Background: an optimization exercise with open tools, aiming at small area, a short achievable clock period and few clock cycles per item. Do not read the settings as production practice. The RTL was checked by simulation tests, not by an equivalence proof against the original design. Power is estimated from default activity; no workload was simulated.

==> inputs of run a <==
==> flow/design.v <==
package iwo_pkg;
  localparam int TABLE_SEGMENTS = 36;
  localparam int TABLE_DEPTH    = TABLE_SEGMENTS + 1;
  localparam int SAMPLE_BITS    = 14;
  localparam int FRAC_BITS   = 8;
  localparam int FRAC_ONE    = 1 << FRAC_BITS;
  localparam int PHASE_LIMIT = TABLE_SEGMENTS * FRAC_ONE;
  localparam int PHASE_W     = $clog2(PHASE_LIMIT);
  localparam int PINT_W      = PHASE_W - FRAC_BITS;
  localparam int IDX_W       = $clog2(TABLE_DEPTH);
  localparam int OP_W          = 1;
  localparam int ENTRY_IDX_W   = 6;
  localparam int ENTRY_VAL_W   = 14;
  localparam int INC_W         = 8;
  localparam int DAC_W         = 16;
  localparam logic [DAC_W-1:0] DAC_MASK = 16'hFFC0;
  localparam int WGT_W = FRAC_BITS + 1;
  localparam int SUM_W = SAMPLE_BITS + WGT_W;
  localparam int CFG_ADDR_W = 2;
  localparam int CFG_DATA_W = 32;
  localparam logic [CFG_ADDR_W-1:0] REG_PHASE_INC = 2'd0;
  typedef enum logic [OP_W-1:0] {
    OP_LOAD = 1'b0,
    OP_STEP = 1'b1
  } op_t;
endpackage
module interpolating_wavetable_oscillator (
  input  logic                   clk,
  input  logic                   rst_n,
  input  logic                   in_valid,
  output logic                   in_stall,
  input  logic [iwo_pkg::OP_W-1:0]        in_operation,
  input  logic [iwo_pkg::ENTRY_IDX_W-1:0] in_entry_index,
  input  logic [iwo_pkg::ENTRY_VAL_W-1:0] in_entry_value,
  output logic                   out_valid,
  input  logic                   out_stall,
  output logic [iwo_pkg::DAC_W-1:0]       out_dac_word,
  input  logic                   psel,
  input  logic                   penable,
  input  logic                   pwrite,
  input  logic [iwo_pkg::CFG_ADDR_W-1:0]  paddr,
  input  logic [iwo_pkg::CFG_DATA_W-1:0]  pwdata,
  output logic [iwo_pkg::CFG_DATA_W-1:0]  prdata,
  output logic                   pready
);
  localparam int SEGS = iwo_pkg::TABLE_SEGMENTS;    
  localparam int DEPTH = iwo_pkg::TABLE_DEPTH;      
  localparam int SB = iwo_pkg::SAMPLE_BITS;         
  localparam int FB = iwo_pkg::FRAC_BITS;           
  localparam int IW = iwo_pkg::INC_W;               
  localparam int EIW = iwo_pkg::ENTRY_IDX_W;        
  localparam int CDW = iwo_pkg::CFG_DATA_W;         
  localparam int OW = 10;                           
  logic go;
  logic [IW-1:0] inc_r;
  logic          cfg_wr;
  assign cfg_wr = psel && penable && pwrite && paddr == iwo_pkg::REG_PHASE_INC;
  assign pready = 1'b1;
  assign prdata = (paddr == iwo_pkg::REG_PHASE_INC) ? CDW'(inc_r) : '0;
  always_ff @(posedge clk) begin
    if (!rst_n) inc_r <= '0;
    else if (cfg_wr) inc_r <= pwdata[IW-1:0];
  end
  logic [SB-1:0] tab [DEPTH];
  logic [5:0]    k_r;         
  logic [FB-1:0] f_r;         
  logic [SB-1:0] lo_r, hi_r;  
  logic          v2_r;        
  logic          acc, stepx, loadx, adv, wrap;
  logic [FB:0]   f_sum;
  logic [SB-1:0] rd;          
  assign in_stall = !go;
  assign acc   = go && in_valid && rst_n;
  assign stepx = acc && in_operation[0];
  assign loadx = acc && !in_operation[0];
  assign f_sum = {1'b0, f_r} + (FB + 1)'(inc_r);
  assign adv   = stepx && f_sum[FB];
  assign wrap  = (k_r == 6'(SEGS - 1));
  always_comb begin
    rd = '0;
    for (int j = 0; j < SEGS; j++) begin
      rd = rd | (tab[(j == SEGS - 1) ? 1 : j + 2] & {SB{k_r == 6'(j)}});
    end
  end
  always_ff @(posedge clk) begin
    if (!rst_n) begin
      k_r <= '0;
      f_r <= '0;
    end else begin
      if (stepx) f_r <= f_sum[FB-1:0];
      if (adv) k_r <= wrap ? 6'd0 : k_r + 6'd1;
    end
  end
  always_ff @(posedge clk) begin
    for (int j = 0; j < DEPTH; j++) begin
      if (loadx && in_entry_index == EIW'(j)) tab[j] <= in_entry_value;
    end
  end
  always_ff @(posedge clk) begin
    if (adv) begin
      lo_r <= wrap ? tab[0] : hi_r;
      hi_r <= rd;
    end else if (loadx) begin
      if (in_entry_index == k_r) lo_r <= in_entry_value;
      if (in_entry_index == k_r + 6'd1) hi_r <= in_entry_value;
    end
  end
  always_ff @(posedge clk) begin
    if (!rst_n) v2_r <= 1'b0;
    else if (go) v2_r <= in_valid && in_operation[0];
  end
  localparam int SW = 22;
  logic [SW-1:0] row [9];
  logic [SW-1:0] l1 [6];
  logic [SW-1:0] l2 [4];
  logic [SW-1:0] l3 [3];
  logic [SW-1:0] l4 [2];
  always_comb begin
    for (int j = 0; j < FB; j++) row[j] = SW'(f_r[j] ? hi_r : lo_r) << j;
    row[8] = SW'(lo_r);
    for (int j = 0; j < 3; j++) begin
      l1[2*j] = row[3*j] ^ row[3*j+1] ^ row[3*j+2];
      l1[2*j+1] = ((row[3*j] & row[3*j+1]) | (row[3*j] & row[3*j+2]) | (row[3*j+1] & row[3*j+2])) << 1;
    end
    for (int j = 0; j < 2; j++) begin
      l2[2*j] = l1[3*j] ^ l1[3*j+1] ^ l1[3*j+2];
      l2[2*j+1] = ((l1[3*j] & l1[3*j+1]) | (l1[3*j] & l1[3*j+2]) | (l1[3*j+1] & l1[3*j+2])) << 1;
    end
    l3[0] = l2[0] ^ l2[1] ^ l2[2];
    l3[1] = ((l2[0] & l2[1]) | (l2[0] & l2[2]) | (l2[1] & l2[2])) << 1;
    l3[2] = l2[3];
    l4[0] = l3[0] ^ l3[1] ^ l3[2];
    l4[1] = ((l3[0] & l3[1]) | (l3[0] & l3[2]) | (l3[1] & l3[2])) << 1;
  end
  logic          v3_r;
  logic [SW-1:0] ps_r, pc_r;
  logic [SW-1:0] s;
  logic [OW-1:0] r;
  always_ff @(posedge clk) begin
    if (!rst_n) v3_r <= 1'b0;
    else if (go) v3_r <= v2_r;
  end
  always_ff @(posedge clk) begin
    if (go && v2_r) begin
      ps_r <= l4[0];
      pc_r <= l4[1];
    end
  end
  assign s = ps_r + pc_r;
  assign r = s[21:12];
  logic          ov_r, kv_r;
  logic [OW-1:0] o_r, k_dat_r;
  logic          take;
  assign go   = !kv_r;
  assign take = ov_r && !out_stall;
  always_ff @(posedge clk) begin
    if (!rst_n) begin
      ov_r <= 1'b0;
      kv_r <= 1'b0;
    end else if (kv_r) begin
      if (take) kv_r <= 1'b0;
    end else if (ov_r && !take) begin
      kv_r <= v3_r;
    end else begin
      ov_r <= v3_r;
    end
  end
  always_ff @(posedge clk) begin
    if (kv_r) begin
      if (take) o_r <= k_dat_r;
    end else if (ov_r && !take) begin
      if (v3_r) k_dat_r <= r;
    end else begin
      if (v3_r) o_r <= r;
    end
  end
  assign out_valid    = ov_r;
  assign out_dac_word = {o_r, 6'd0};
endmodule
==> flow/run.sh <==
#!/bin/bash
# synth_recipe.tcl (not shown) runs the flow's synth.tcl, then flattens the netlist and writes it again
# the make line also repeats each setting of config.mk as NAME=value (left out here)
make -C /OpenROAD-flow-scripts/flow DESIGN_CONFIG=/design/flow/config.mk WORK_HOME=/design/flow/orfs CLKGATE_MAP_FILE= SYNTH_SCRIPT=/design/flow/synth_recipe.tcl finish
==> flow/config.mk <==
export PLATFORM = sky130hd
export DESIGN_NAME = interpolating_wavetable_oscillator
export DESIGN_NICKNAME = interpolating_wavetable_oscillator
export VERILOG_FILES = /design/flow/design.v
export SDC_FILE = /design/flow/constraint.sdc
export NUM_CORES = 4
export LEC_CHECK = 0
export ABC_CLOCK_PERIOD_IN_PS = 3000
export CAP_MARGIN = 20
export CORE_MARGIN = 2
export CORE_UTILIZATION = 55
export CTS_BUF_LIST = sky130_fd_sc_hd__clkbuf_2 sky130_fd_sc_hd__clkbuf_4 sky130_fd_sc_hd__clkbuf_8
export SETUP_SLACK_MARGIN = 3.8
export SLEW_MARGIN = 20
==> flow/constraint.sdc <==
create_clock -name core_clock -period 7.0 [get_ports {clk}]
set_input_delay 1.4000 -clock core_clock [delete_from_list [all_inputs] [get_ports {clk}]]
set_output_delay 1.4000 -clock core_clock [all_outputs]
set_load 0.01 [all_outputs]
==> inputs of run b, as changes to run a <==
--- a/flow/design.v
+++ b/flow/design.v
@@ -71,5 +71,5 @@
   logic [SB-1:0] rd;          
   assign in_stall = !go;
-  assign acc   = go && in_valid && rst_n;
+  assign acc   = go && in_valid;
   assign stepx = acc && in_operation[0];
   assign loadx = acc && !in_operation[0];
@@ -92,7 +92,15 @@
     end
   end
+  logic [DEPTH-1:0] we;
+  logic [7:0]       wlo;
+  logic [4:0]       whi;
+  always_comb begin
+    for (int a = 0; a < 8; a++) wlo[a] = (in_entry_index[2:0] == 3'(a));
+    for (int b = 0; b < 5; b++) whi[b] = loadx && (in_entry_index[5:3] == 3'(b));
+    for (int j = 0; j < DEPTH; j++) we[j] = wlo[j % 8] && whi[j / 8];
+  end
   always_ff @(posedge clk) begin
     for (int j = 0; j < DEPTH; j++) begin
-      if (loadx && in_entry_index == EIW'(j)) tab[j] <= in_entry_value;
+      if (we[j]) tab[j] <= in_entry_value;
     end
   end
@@ -149,29 +157,13 @@
   assign s = ps_r + pc_r;
   assign r = s[21:12];
-  logic          ov_r, kv_r;
-  logic [OW-1:0] o_r, k_dat_r;
-  logic          take;
-  assign go   = !kv_r;
-  assign take = ov_r && !out_stall;
+  logic          ov_r;
+  logic [OW-1:0] o_r;
+  assign go = !(ov_r && out_stall);
   always_ff @(posedge clk) begin
-    if (!rst_n) begin
-      ov_r <= 1'b0;
-      kv_r <= 1'b0;
-    end else if (kv_r) begin
-      if (take) kv_r <= 1'b0;
-    end else if (ov_r && !take) begin
-      kv_r <= v3_r;
-    end else begin
-      ov_r <= v3_r;
-    end
+    if (!rst_n) ov_r <= 1'b0;
+    else if (go) ov_r <= v3_r;
   end
   always_ff @(posedge clk) begin
-    if (kv_r) begin
-      if (take) o_r <= k_dat_r;
-    end else if (ov_r && !take) begin
-      if (v3_r) k_dat_r <= r;
-    end else begin
-      if (v3_r) o_r <= r;
-    end
+    if (go && v3_r) o_r <= r;
   end
   assign out_valid    = ov_r;
==> flow/flow/run.sh (new file) <==
#!/bin/bash
# Layout flow: the standard synthesis, then each configuration read-data bit
# (prdata[7:0]) is rebuilt as one gate of its own (see patch_prdata.py), then the standard flow's
# standard layout from floorplan to finish. Each step's full output goes to a log here.
set -euo pipefail
R=orfs/results/sky130hd/interpolating_wavetable_oscillator/base
bash standard.sh synth > log_synth.txt 2>&1
python3 flow/patch_prdata.py $R/1_2_yosys.v > log_patch.txt 2>&1
touch $R/1_2_yosys.v
bash standard.sh > log_layout.txt 2>&1
==> flow/flow/patch_prdata.py (new file) <==
#!/usr/bin/env python3
"""Rewrite the configuration read-data logic of the synthesized netlist so that each
prdata[i] (i < 8) is one gate of its own: prdata[i] = !paddr[1] & !paddr[0] & inc_r[i]
(sky130 nor3b: Y = !(A | B | !C_N)). Cells left without loads are then removed.
Usage: patch_prdata.py NETLIST.v   (edits the file in place)"""
import re, sys

path = sys.argv[1]
src = open(path).read()
head_end = src.index(';', src.index('module ')) + 1
body_start = head_end
end = src.rindex('endmodule')
body = src[body_start:end]

# split into statements: declarations / assigns / cell instances
stmts = re.findall(r'[^;]*;', body, re.S)
cell_re = re.compile(r'^\s*(sky130_fd_sc_hd__\w+)\s+(\S+)\s*\((.*)\)\s*;\s*$', re.S)
pin_re = re.compile(r'\.(\w+)\s*\(\s*(.*?)\s*\)\s*(?:,|$)', re.S)

OUTPINS = {'X', 'Y', 'Q', 'Q_N', 'COUT', 'SUM', 'HI', 'LO'}
cells = []
for i, s in enumerate(stmts):
    m = cell_re.match(s)
    if m:
        pins = dict((p, n.strip()) for p, n in pin_re.findall(m.group(3)))
        cells.append([i, m.group(1), m.group(2), pins])

def drv(net):
    for c in cells:
        for p, n in c[3].items():
            if p in OUTPINS and n == net:
                return c
    return None

removed = set()
newcells = []
for b in range(8):
    net = 'prdata[%d]' % b
    c = drv(net)
    if c is None:
        sys.exit('no driver for ' + net)
    inc = '\\inc_r[%d] ' % b
    if not re.search(re.escape(inc), body):
        sys.exit('no net ' + inc)
    removed.add(c[0])
    newcells.append('\n  sky130_fd_sc_hd__nor3b_1 prd_gate_%d (\n    .A(paddr[1]),\n    .B(paddr[0]),\n    .C_N(%s),\n    .Y(%s)\n  );' % (b, inc, net))

# remove cells whose outputs no longer have loads (iterate)
def loads_of(net, live):
    for c in live:
        for p, n in c[3].items():
            if p not in OUTPINS and n == net:
                return True
    return False

ports = set(re.findall(r'^\s*(?:output)\s+(?:\[[^\]]+\]\s*)?(\S+)\s*;', body, re.M))
assigns = ''.join(s for s in stmts if s.strip().startswith('assign'))
newtxt = ''.join(newcells)
changed = True
while changed:
    changed = False
    live = [c for c in cells if c[0] not in removed]
    for c in live:
        outs = [n for p, n in c[3].items() if p in OUTPINS]
        if not outs or c[1].startswith('sky130_fd_sc_hd__df') or c[1].startswith('sky130_fd_sc_hd__edf'):
            continue
        used = False
        for n in outs:
            base = n.split('[')[0].strip().lstrip('\\')
            if base in ports or n in assigns or loads_of(n, live) or n in newtxt:
                used = True
        if not used:
            removed.add(c[0])
            changed = True
            print('removed', c[1], c[2])

out = src[:body_start] + ''.join(s for i, s in enumerate(stmts) if i not in removed) + newtxt + '\n' + src[end:]
open(path, 'w').write(out)
print('replaced', len(newcells), 'prdata drivers; removed', len(removed), 'cells')
==> flow/standard.sh (new file) <==
#!/bin/bash
# synth_recipe.tcl (not shown) runs the flow's synth.tcl, then flattens the netlist and writes it again
# the make line also repeats each setting of config.mk as NAME=value (left out here)
make -C /OpenROAD-flow-scripts/flow DESIGN_CONFIG=/design/flow/config.mk WORK_HOME=/design/flow/orfs CLKGATE_MAP_FILE= SYNTH_SCRIPT=/design/flow/synth_recipe.tcl "${@:-finish}"
- CORE_UTILIZATION: 55 -> 65
- CTS_BUF_LIST: sky130_fd_sc_hd__clkbuf_2 sky130_fd_sc_hd__clkbuf_4 sky130_fd_sc_hd__clkbuf_8 -> sky130_fd_sc_hd__clkbuf_8
- CTS_CLUSTER_DIAMETER: unset -> 60
- CTS_CLUSTER_SIZE: unset -> 16
removed: flow/run.sh
==> impl_results.md <==
- Int Power: 5.84 mW
- Final core utilization: 64.5%
- M2 GR Usage: ~52%
- Yosys top cell area share: between 60% and 70%
- Adder-cell share of the synthesized area: about 8.5%
- Largest cells by area after synthesis: sky130_fd_sc_hd__edfxtp_1 (64%), sky130_fd_sc_hd__fa_1 (6.0%), sky130_fd_sc_hd__a22oi_1 (5.3%), sky130_fd_sc_hd__mux2_2 (3.1%), sky130_fd_sc_hd__ha_1 (2.4%)
- Total met3 wirelength after detailed routing: 7970 µm
- Worst clock skew: 0.0452 ns
- Aggregate global-route resource usage: a little under a third
- Status: no timing/DRC/antenna violations
- DPL Wire Length: 49000 µm
- Initial Utilization: 55.3%
- Placed Instances: 2566
[end of results for run a]
==> impl_results.md <==
- Final core utilization: roughly 73%
- Adder-cell share of the synthesized area: 8.62%
- Total met3 wirelength after detailed routing: 8400 µm
- Placed Instances: 2406
- Status: no timing/DRC/antenna violations
- Initial Utilization: 66.0%
- M2 GR Usage: a little under three fifths
- Xor and xnor fraction of the mapped netlist area: 0.695%
- Reg clk slew, reported paths: 0.10 ns
- Most frequent cells in the layout: sky130_fd_sc_hd__edfxtp_1 (596), sky130_fd_sc_hd__a22oi_1 (213), sky130_fd_sc_hd__buf_4 (139)
- Layout cells sized above 1: 19.0%
- Largest cells by area after synthesis: sky130_fd_sc_hd__edfxtp_1 (65%), sky130_fd_sc_hd__fa_1 (6.1%), sky130_fd_sc_hd__a22oi_1 (5.8%), sky130_fd_sc_hd__mux2_2 (2.8%), sky130_fd_sc_hd__ha_1 (2.5%)
- Yosys top cell area share: between 60% and 70%
- Final Slew Violations: 0
- Aggregate global-route resource usage: 34.7%
- DPL Wire Length: 45900 µm
- Wire length the detailed router placed on met1: between 20000 and 30000 µm
[end of results for run b]
Testbench counts of run a, summed over its fixed seeds: cycles 4,416, items 4,096.
Testbench counts of run b, summed over its fixed seeds: cycles 4,416, items 4,096.

afterwards: timing with drivers on the ports:
Ports are ideal in the flow. The routed layouts listed here were re-timed in OpenROAD. Step 1, drivers: a clkbuf_16 drives clk and a buf_2 each remaining input, both assumed. Step 2, shift: input delay + t, output delay - t, t = (earliest + latest rising clock arrival at the registers) / 2. This alone moves slack from input paths to output paths. Slacks: ideal ports / drivers / drivers and shift; pairs: ideal ports / drivers.
run | t, ns | setup slack, ns | hold slack, ns | worst setup path after step 2
run a | 0.756 | 3.553 / 3.515 / 3.038 | 0.453 / 0.453 / 0.453 | input to register
run b | 0.714 | 3.733 / 3.640 / 3.141 | 0.490 / 0.490 / 0.490 | input to register
After both steps every run listed still meets setup and hold. The setup slack of run b, which loses most, moves by -0.093 ns with the drivers and by -0.592 ns with both steps.
